This is an optimization exercise on Yosys and OpenROAD, whose aim is small area, not a production implementation.
Function was checked by simulation only, so behaviour that the tests miss may differ from the original.
Power and IR drop assume default switching activity.

===== run.sh =====
#!/bin/bash
# synth_recipe.tcl (not shown) runs the flow's synth.tcl, then flattens the netlist and writes it again
# the make line also repeats each setting of config.mk as NAME=value (left out here)
make -C /OpenROAD-flow-scripts/flow DESIGN_CONFIG=/design/flow/config.mk WORK_HOME=/design/flow/orfs CLKGATE_MAP_FILE= SYNTH_SCRIPT=/design/flow/synth_recipe.tcl finish

===== config.mk =====
export PLATFORM = sky130hd
export DESIGN_NAME = caret_control_text_screen
export DESIGN_NICKNAME = caret_control_text_screen
export VERILOG_FILES = /design/flow/design.v
export SDC_FILE = /design/flow/constraint.sdc
export NUM_CORES = 4
export LEC_CHECK = 0
export CAP_MARGIN = 20
export CORE_MARGIN = 2
export CORE_UTILIZATION = 40
export SLEW_MARGIN = 20

===== constraint.sdc =====
create_clock -name core_clock -period 6.0 [get_ports {clk}]
set_input_delay 1.2000 -clock core_clock [delete_from_list [all_inputs] [get_ports {clk}]]
set_output_delay 1.2000 -clock core_clock [all_outputs]
set_load 0.01 [all_outputs]

===== design.v =====
package ccts_pkg;
	localparam int DEF_ROWS = 10;
	localparam int DEF_COLS = 10;
	localparam logic [1:0] OP_FEED = 2'd0;
	localparam logic [1:0] OP_READ = 2'd1;
	localparam logic [1:0] OP_NEW  = 2'd2;
	localparam logic [7:0] CH_CARET = 8'h5E;
	localparam logic [7:0] CH_SPACE = 8'h20;
	localparam logic [7:0] CH_0     = 8'h30;
	localparam logic [7:0] CH_9     = 8'h39;
	localparam logic [7:0] CH_B     = 8'h62;
	localparam logic [7:0] CH_C     = 8'h63;
	localparam logic [7:0] CH_D     = 8'h64;
	localparam logic [7:0] CH_E     = 8'h65;
	localparam logic [7:0] CH_H     = 8'h68;
	localparam logic [7:0] CH_I     = 8'h69;
	localparam logic [7:0] CH_L     = 8'h6C;
	localparam logic [7:0] CH_O     = 8'h6F;
	localparam logic [7:0] CH_R     = 8'h72;
	localparam logic [7:0] CH_U     = 8'h75;
	typedef enum logic [1:0] {
		SCR_NONE  = 2'd0,
		SCR_WRITE = 2'd1,
		SCR_ERASE = 2'd2,
		SCR_CLEAR = 2'd3
	} scr_op_t;
	typedef struct packed {
		scr_op_t    op;
		logic       ins;
		logic [7:0] ch;
	} scr_cmd_t;
endpackage
import ccts_pkg::*;
module ccts_screen #(
	parameter int ROWS = ccts_pkg::DEF_ROWS,
	parameter int COLS = ccts_pkg::DEF_COLS,
	localparam int RW = $clog2(ROWS),
	localparam int CW = $clog2(COLS)
) (
	input  logic          clk,
	input  logic          arst_n,
	input  ccts_pkg::scr_cmd_t cmd,
	input  logic [RW-1:0] cmd_row,
	input  logic [CW-1:0] cmd_col,
	input  logic [3:0]    read_row,
	input  logic [3:0]    read_col,
	output logic [7:0]    read_char
);
	logic [7:0] cells_q [ROWS][COLS];
	logic [7:0] left_w  [ROWS][COLS];
	for (genvar r = 0; r < ROWS; r++) begin : g_row
		for (genvar c = 0; c < COLS; c++) begin : g_col
			logic on_row;
			logic at_col;
			logic past_col;
			if (c == 0) begin : g_edge
				assign left_w[r][c] = cells_q[r][c];
			end else begin : g_inner
				assign left_w[r][c] = cells_q[r][c-1];
			end
			assign on_row   = (cmd_row == RW'(r));
			assign at_col   = (cmd_col == CW'(c));
			assign past_col = (CW'(c) > cmd_col);
			always_ff @(posedge clk or negedge arst_n) begin
				if (!arst_n) begin
					cells_q[r][c] <= CH_SPACE;
				end else begin
					case (cmd.op)
						SCR_CLEAR: cells_q[r][c] <= CH_SPACE;
						SCR_ERASE: begin
							if (on_row && (at_col || past_col))
								cells_q[r][c] <= CH_SPACE;
						end
						SCR_WRITE: begin
							if (on_row && at_col)
								cells_q[r][c] <= cmd.ch;
							else if (on_row && past_col && cmd.ins)
								cells_q[r][c] <= left_w[r][c];
						end
						default: ;
					endcase
				end
			end
		end
	end
	always_comb begin
		if (read_row < 4'(ROWS) && read_col < 4'(COLS))
			read_char = cells_q[read_row[RW-1:0]][read_col[CW-1:0]];
		else
			read_char = '0;
	end
endmodule
import ccts_pkg::*;
module caret_control_text_screen #(
	parameter int ROWS = ccts_pkg::DEF_ROWS,
	parameter int COLS = ccts_pkg::DEF_COLS
) (
	input  logic       clk,
	input  logic       arst_n,
	input  logic       req_valid,
	output logic       req_ready,
	input  logic [1:0] opcode,
	input  logic [7:0] char_byte,
	input  logic       line_end,
	input  logic [3:0] read_row,
	input  logic [3:0] read_col,
	output logic       rsp_valid,
	input  logic       rsp_ready,
	output logic [7:0] cell_char,
	output logic [3:0] cursor_row,
	output logic [3:0] cursor_col,
	output logic       insert_on
);
	localparam int RW = $clog2(ROWS);
	localparam int CW = $clog2(COLS);
	typedef enum logic [2:0] {
		PH_IDLE  = 3'b001,
		PH_CARET = 3'b010,
		PH_DIGIT = 3'b100
	} phase_t;
	logic [RW-1:0] cur_y_q, cur_y_n;
	logic [CW-1:0] cur_x_q, cur_x_n;
	logic          ins_q, ins_n;
	phase_t        phase_q, phase_n;
	logic [3:0]    held_q, held_n;
	logic          rsp_valid_q;
	logic [7:0]    cell_char_q;
	logic [3:0]    cursor_row_q;
	logic [3:0]    cursor_col_q;
	logic          insert_on_q;
	logic          acc;
	logic          is_digit;
	logic          do_put;
	logic [7:0]    put_char;
	logic [RW-1:0] row_sat;
	logic [CW-1:0] col_sat;
	ccts_pkg::scr_cmd_t cmd;
	logic [7:0]    read_char;
	assign req_ready = !rsp_valid_q || rsp_ready;
	assign acc       = req_valid && req_ready;
	always_comb begin
		is_digit = (char_byte >= CH_0) && (char_byte <= CH_9);
		row_sat  = (held_q > 4'(ROWS - 1)) ? RW'(ROWS - 1) : held_q[RW-1:0];
		col_sat  = (char_byte[3:0] > 4'(COLS - 1)) ? CW'(COLS - 1) : char_byte[CW-1:0];
	end
	always_comb begin
		cur_y_n  = cur_y_q;
		cur_x_n  = cur_x_q;
		ins_n    = ins_q;
		phase_n  = phase_q;
		held_n   = held_q;
		do_put   = 1'b0;
		put_char = char_byte;
		cmd.op   = SCR_NONE;
		cmd.ins  = ins_q;
		cmd.ch   = char_byte;
		if (acc && opcode == OP_FEED) begin
			phase_n = PH_IDLE;
			case (phase_q)
				PH_CARET: begin
					if (is_digit) begin
						if (!line_end) begin
							held_n  = char_byte[3:0];
							phase_n = PH_DIGIT;
						end
					end else begin
						case (char_byte)
							CH_B: cur_x_n = '0;
							CH_C: cmd.op = SCR_CLEAR;
							CH_E: cmd.op = SCR_ERASE;
							CH_H: begin
								cur_y_n = '0;
								cur_x_n = '0;
							end
							CH_I: ins_n = 1'b1;
							CH_O: ins_n = 1'b0;
							CH_D: if (cur_y_q != RW'(ROWS - 1)) cur_y_n = cur_y_q + RW'(1);
							CH_U: if (cur_y_q != '0) cur_y_n = cur_y_q - RW'(1);
							CH_L: if (cur_x_q != '0) cur_x_n = cur_x_q - CW'(1);
							CH_R: if (cur_x_q != CW'(COLS - 1)) cur_x_n = cur_x_q + CW'(1);
							CH_CARET: do_put = 1'b1;
							default: ;
						endcase
					end
				end
				PH_DIGIT: begin
					if (is_digit) begin
						cur_y_n = row_sat;
						cur_x_n = col_sat;
					end else if (char_byte == CH_CARET) begin
						phase_n = PH_CARET;
					end else begin
						do_put = 1'b1;
					end
				end
				default: begin
					if (char_byte == CH_CARET)
						phase_n = PH_CARET;
					else
						do_put = 1'b1;
				end
			endcase
			if (do_put) begin
				cmd.op = SCR_WRITE;
				cmd.ch = put_char;
				if (cur_x_q != CW'(COLS - 1))
					cur_x_n = cur_x_q + CW'(1);
			end
			if (line_end)
				phase_n = PH_IDLE;
		end else if (acc && opcode == OP_NEW) begin
			cmd.op  = SCR_CLEAR;
			cur_y_n = '0;
			cur_x_n = '0;
			ins_n   = 1'b0;
			phase_n = PH_IDLE;
			held_n  = '0;
		end
	end
	ccts_screen #(
		.ROWS(ROWS),
		.COLS(COLS)
	) u_screen (
		.clk      (clk),
		.arst_n   (arst_n),
		.cmd      (cmd),
		.cmd_row  (cur_y_q),
		.cmd_col  (cur_x_q),
		.read_row (read_row),
		.read_col (read_col),
		.read_char(read_char)
	);
	always_ff @(posedge clk or negedge arst_n) begin
		if (!arst_n) begin
			cur_y_q <= '0;
			cur_x_q <= '0;
			ins_q   <= 1'b0;
			phase_q <= PH_IDLE;
			held_q  <= '0;
		end else begin
			cur_y_q <= cur_y_n;
			cur_x_q <= cur_x_n;
			ins_q   <= ins_n;
			phase_q <= phase_n;
			held_q  <= held_n;
		end
	end
	always_ff @(posedge clk or negedge arst_n) begin
		if (!arst_n) begin
			rsp_valid_q <= 1'b0;
		end else if (acc && opcode == OP_READ) begin
			rsp_valid_q <= 1'b1;
		end else if (rsp_ready) begin
			rsp_valid_q <= 1'b0;
		end
	end
	always_ff @(posedge clk) begin
		if (acc && opcode == OP_READ) begin
			cell_char_q  <= read_char;
			cursor_row_q <= 4'(cur_y_q);
			cursor_col_q <= 4'(cur_x_q);
			insert_on_q  <= ins_q;
		end
	end
	assign rsp_valid  = rsp_valid_q;
	assign cell_char  = cell_char_q;
	assign cursor_row = cursor_row_q;
	assign cursor_col = cursor_col_q;
	assign insert_on  = insert_on_q;
endmodule

==> report_table.html <==
<table>
<tr><th>Metric</th><th>Value</th></tr>
<tr><th colspan="2">Setup path</th></tr>
<tr><td>Cell with the most instances on the worst path</td><td>sky130_fd_sc_hd__buf_4</td></tr>
<tr><td>Crit-path slowest cell</td><td>sky130_fd_sc_hd__fa_4</td></tr>
<tr><td>Type of origin of the critical path</td><td>primary input</td></tr>
<tr><td>Reg2reg setup slack</td><td>1390 ps</td></tr>
<tr><td>Stage delay of the slowest cell on the critical path</td><td>1000 ps</td></tr>
<tr><td>Cells along the critical path</td><td>clkdlybuf4s50_1 &gt; ha_2 &gt; fa_4 &gt; nand3b_1 &gt; nor2_4 &gt; buf_4 &gt; a22oi_1 &gt; a41oi_1 &gt; buf_4 &gt; a221oi_1 &gt; o21ai_0 &gt; nor3b_1 &gt; a211oi_1</td></tr>
<tr><td>Worst R2R Path Depth</td><td>8</td></tr>
<tr><td>Startpoint of the worst register-to-register path</td><td>cur_x_q[0]$_DFFE_PN0N_</td></tr>
<tr><td>Endpoint of the most critical register-to-register path</td><td>u_screen.cells_q[12][3]$_DFFE_PN0P_</td></tr>
<tr><td>Critical path fanouts, max</td><td>17</td></tr>
<tr><td>Data arrival at the endpoint of the critical path</td><td>5900 ps</td></tr>
<tr><td>Worst Path Class, Setup</td><td>primary input to flop</td></tr>
<tr><td>Required time of the critical path</td><td>6570 ps</td></tr>
<tr><td>Setup crit end kind</td><td>flop</td></tr>
<tr><th colspan="2">STA</th></tr>
<tr><td>Hold Slack</td><td>452.2 ps</td></tr>
<tr><td>Endpoints failing hold</td><td>0</td></tr>
<tr><td>Crit share post-route</td><td>0.8890</td></tr>
<tr><td>RSZ-0062 raised after global routing</td><td>no</td></tr>
<tr><td>Max Transition Viols Final</td><td>0</td></tr>
<tr><td>Worst path setup slack after routing</td><td>665.8 ps</td></tr>
<tr><td>Slew at the pin with the worst max-slew slack</td><td>1293 ps</td></tr>
<tr><td>Worst slew margin relative to its limit</td><td>0.1303</td></tr>
<tr><td>Post-layout minimum cycle time</td><td>5334 ps</td></tr>
<tr><td>Highest attainable clock frequency</td><td>187.5 MHz</td></tr>
<tr><td>Number of failing setup endpoints in the final timing report</td><td>0</td></tr>
<tr><td>Worst Clk Skew</td><td>33.44 ps</td></tr>
<tr><th colspan="2">Floorplan</th></tr>
<tr><td>I/O pin cnt</td><td>42</td></tr>
<tr><td>FP Rows</td><td>130</td></tr>
<tr><td>Die Outline Area</td><td>128,900 µm²</td></tr>
<tr><td>Die H</td><td>359.1 µm</td></tr>
<tr><td>Die outline width</td><td>359.1 µm</td></tr>
<tr><td>Effective utilization at floorplan</td><td>0.4021</td></tr>
<tr><td>Total core area</td><td>125,400 µm²</td></tr>
<tr><th colspan="2">Yosys</th></tr>
<tr><td>Number of cells produced by synthesis</td><td>5,703</td></tr>
<tr><td>Share of synthesized registers carrying an async set or reset</td><td>0.9796</td></tr>
<tr><td>Flop and latch count out of synthesis</td><td>834</td></tr>
<tr><td>Average cell area after synthesis</td><td>8.842 µm²</td></tr>
<tr><td>Number of enable flip-flop cells after synthesis</td><td>17</td></tr>
<tr><td>Number of nets produced by synthesis</td><td>5,745</td></tr>
<tr><td>Sequential-to-total area share from yosys stat</td><td>0.4181</td></tr>
<tr><td>Synth cell types</td><td>102</td></tr>
<tr><td>Netlist area before placement</td><td>50,420 µm²</td></tr>
<tr><td>Warnings from Yosys</td><td>4</td></tr>
<tr><td>Predominant post-synthesis flop cell</td><td>sky130_fd_sc_hd__dfrtp_1</td></tr>
<tr><th colspan="2">Drt</th></tr>
<tr><td>Residual DRC count</td><td>0</td></tr>
<tr><td>Via-to-Cell Ratio</td><td>6.986</td></tr>
<tr><td>Post-DRT Antenna Nets</td><td>0</td></tr>
<tr><td>Drt initial violations</td><td>8,786</td></tr>
<tr><td>Number of vias in the routed layout</td><td>52,470</td></tr>
<tr><td>Final routed wirelength across all metal layers</td><td>316.7 mm</td></tr>
<tr><td>Drt pass-1 iters</td><td>7</td></tr>
<tr><td>Post-DR wirelength/cell</td><td>42.16 µm</td></tr>
<tr><th colspan="2">Layout</th></tr>
<tr><td>Ratio of cells with drive above 1 in the final layout</td><td>0.1932</td></tr>
<tr><td>Count of nets after finishing</td><td>5,799</td></tr>
<tr><td>Fill count</td><td>12,230</td></tr>
<tr><td>Post-synthesis to final-layout area growth</td><td>14.62%</td></tr>
<tr><td>Number of non-filler instances in the completed layout</td><td>7,511</td></tr>
<tr><th colspan="2">Pwr</th></tr>
<tr><td>Cell area power density</td><td>289.1 nW/µm²</td></tr>
<tr><td>Cell internal power dissipation</td><td>10.67 mW</td></tr>
<tr><td>IR Drop Worst-Case VDD</td><td>0.3012 mV</td></tr>
<tr><td>Leakage power figure</td><td>23.81 nW</td></tr>
<tr><td>Part of the total power dissipated in sequential elements</td><td>0.401</td></tr>
<tr><td>Net switching power of the design</td><td>6.043 mW</td></tr>
<tr><td>Comb power frac</td><td>0.221</td></tr>
<tr><td>Switch share</td><td>0.3617</td></tr>
<tr><td>Power share of the clock group</td><td>0.378</td></tr>
<tr><th colspan="2">Clocking</th></tr>
<tr><td>Number of gates given a new drive strength after cts</td><td>0</td></tr>
<tr><td>Num CTS Buffers</td><td>99</td></tr>
<tr><td>Clock insertion delay at the later pin of the skew report</td><td>770 ps</td></tr>
<tr><td>Post-CTS clock slew at the launch and capture registers of the worst setup and hold paths</td><td>60 ps</td></tr>
<tr><td>Level count of the clock H-tree</td><td>3</td></tr>
<tr><td>Longest Clk Path Bufs</td><td>3</td></tr>
<tr><td>Hold buffer count at CTS</td><td>0</td></tr>
<tr><td>Number of setup buffers added after CTS</td><td>0</td></tr>
<tr><td>Clock tree from TritonCTS</td><td>done</td></tr>
<tr><td>Clock root buffer</td><td>sky130_fd_sc_hd__clkbuf_16</td></tr>
<tr><td>Clock sink count</td><td>834</td></tr>
<tr><th colspan="2">Run status</th></tr>
<tr><td>Status</td><td>complete, no violations</td></tr>
<tr><th colspan="2">Global routing</th></tr>
<tr><td>Vias in the first global route</td><td>48,100</td></tr>
<tr><td>GR Overflow Total</td><td>0</td></tr>
<tr><td>Largest net degree at the start of global routing</td><td>147</td></tr>
<tr><td>Total routing resource utilization after global routing</td><td>0.4802</td></tr>
<tr><td>Global-route wire length before repair</td><td>427.5 mm</td></tr>
<tr><td>Number of antenna violations at the first check in global routing</td><td>39</td></tr>
<tr><th colspan="2">Min path</th></tr>
<tr><td>Type of the tightest min-delay check</td><td>primary input to async pin</td></tr>
<tr><th colspan="2">Place</th></tr>
<tr><td>I/O Buffers</td><td>41</td></tr>
<tr><td>Post-Place Cells</td><td>7,305</td></tr>
<tr><td>Final RePlAce weighted congestion</td><td>1.086</td></tr>
<tr><td>Final HPWL from detailed placement</td><td>235.0 mm</td></tr>
<tr><td>Pre-CTS setup slack</td><td>36.41 ps</td></tr>
<tr><th colspan="2">Flow run</th></tr>
<tr><td>Max Cap Viol</td><td>0</td></tr>
</table>
==> how the worst max path moves through the flow <==
stage	startpoint	end	slack, ps	depth (start not counted)
after CTS	read_col[1]	cell_char_q[2]$_SDFFCE_PN0P_	830	14
final	read_col[1]	cell_char_q[3]$_SDFFCE_PN0P_	670	13
after global routing	read_row[0]	cell_char_q[1]$_SDFFCE_PN0P_	720	15
after detailed placement	read_col[1]	cell_char_q[2]$_SDFFCE_PN0P_	40	14
after floorplan	read_row[1]	cell_char_q[2]$_SDFFCE_PN0P_	1580	13
after global placement	read_row[1]	cell_char_q[4]$_SDFFCE_PN0P_	-7	14
==> cell families after synthesis <==
family | count (synthesis) | share of synthesized area
buf+inv | 611 | 0.05124
compound gates | 1671 | 0.2197
fa+ha+maj | 34 | 0.008089
mux | 668 | 0.1412
simple gates | 1878 | 0.1602
flops | 834 | 0.4181
xor+xnor | 7 | 0.001514
==> power by group through the flow <==
stage / clock, mW / sequential (mW) / combinational, mW
floorplan: 0 / 6.28 / 1.60
global placement: 0 / 6.71 / 3.46
detailed placement: 0 / 6.71 / 3.47
CTS: 6.35 / 6.61 / 3.49
global route: 6.56 / 6.65 / 3.71
finish: 6.32 / 6.70 / 3.69
==> cell usage in the layout, fill, tap and decap left out, drive strengths merged, types with 18 or more instances in the layout <==
cell / netlist / final
a2111oi: 24 / 24
a211oi: 24 / 24
a21o: 20 / 20
a21oi: 420 / 420
a221oi: 66 / 66
a22o: 34 / 34
a22oi: 120 / 120
a31oi: 75 / 75
a41oi: 33 / 33
and2: 19 / 19
and3: 59 / 59
buf: 189 / 370
clkbuf: 259 / 150
clkdlybuf4s50: 0 / 31
clkinv: 0 / 25
dfrtp: 716 / 716
dfstp: 101 / 101
diode: 0 / 18
inv: 163 / 165
mux2: 344 / 344
mux2i: 324 / 324
nand2: 1156 / 1156
nand3: 239 / 239
nand4: 25 / 25
nor2: 230 / 230
nor3: 54 / 54
nor4: 18 / 18
o21ai: 424 / 424
o22ai: 56 / 56
o31ai: 231 / 231
==> area by class of cell <==
class	count	area, µm²	share of cell area
timing repair buffer	401	3516	0.06083
tap	1650	2064	0.03572
clock buffer	150	2900	0.05018
multi-input combinational	4258	27150	0.4698
antenna	18	45.04	0.0007793
clock inverter	37	421.7	0.007295
inverter	163	611.8	0.01059
sequential	834	21080	0.3648
==> flip-flops by register name, summed over array words and instances (netlist names) <==
signal and count:
cursor_row_q 4, cell_char_q 8, cur_y_q 4, held_q 4
insert_on_q 1, u_screen.cells_q 800, cursor_col_q 4, ins_q 1
phase_q 3, cur_x_q 4, rsp_valid_q 1
==> stage by stage <==
stage / util / instance area, µm² / setup TNS [ps] / power (mW)
floorplan: - / 50420 / 0 / 7.880
global placement: 0.4334 / 54350 / -7.009 / 10.16
detailed placement: 0.4335 / 54360 / 0 / 10.18
CTS: 0.4600 / 57690 / 0 / 16.45
global route: 0.4606 / 57760 / 0 / 16.93
finish: 0.4609 / 57800 / 0 / 16.71
==> synth_stat cells (124+ instances only) <==
library cell                  n  area, µm²
sky130_fd_sc_hd__o21ai_0    390       1952
sky130_fd_sc_hd__mux2i_1    323       3233
sky130_fd_sc_hd__mux2_2     344       3874
sky130_fd_sc_hd__clkbuf_1   259      972.2
sky130_fd_sc_hd__o31ai_1    227       1704
sky130_fd_sc_hd__nand3_1    239       1196
sky130_fd_sc_hd__buf_2      124      620.6
sky130_fd_sc_hd__inv_1      162      608.1
sky130_fd_sc_hd__nand2_1   1152       4324
sky130_fd_sc_hd__dfrtp_1    716      17920
sky130_fd_sc_hd__a21oi_1    409       2047
sky130_fd_sc_hd__nor2_1     224      840.8
==> routing by layer <==
layer	share of wire	routed length, µm	vias up	GRT usage
met3	0.13	42740	975	0.1715
li1	-	-	20890	-
met1	0.40	125200	26460	0.6482
met4	0.073	23230	30	0.2856
met2	0.39	124900	4115	0.6532
met5	0.0018	560	-	0.01813
==> critical path, delay by kind of cell <==
family	cells	cell delay, ps
fa+ha+maj	2	1220
buf+inv	3	980
simple gates	3	1420
compound gates	5	1030

port drivers added, routing unchanged:
No port has a modelled driver above. Below, the same layout with a new extraction and two added sets of constraints.
Step 1 assumes that a clkbuf_16 drives the clock port and a buf_2 every other input.
Step 2 times the ports against the registers' clock, not the clock port: input delays grow and output delays shrink by t, the midpoint of the rising clock arrivals with the driver on.
Three values: no drivers, after step 1, after step 2; two values: the first two.
shift t [ns]: 0.832
slack for setup (ns): 0.666 / 0.719 / -0.113
worst setup path at the end: input to register
latest minus earliest clock arrival (ns): 0.040 / 0.040
worst register clock-pin slew, ns: 0.07 / 0.07
With both steps, setup timing fails in this run, where it was met with ideal ports. For this run, drivers alone change the setup slack by +0.053 ns; drivers and shift together by -0.779 ns.
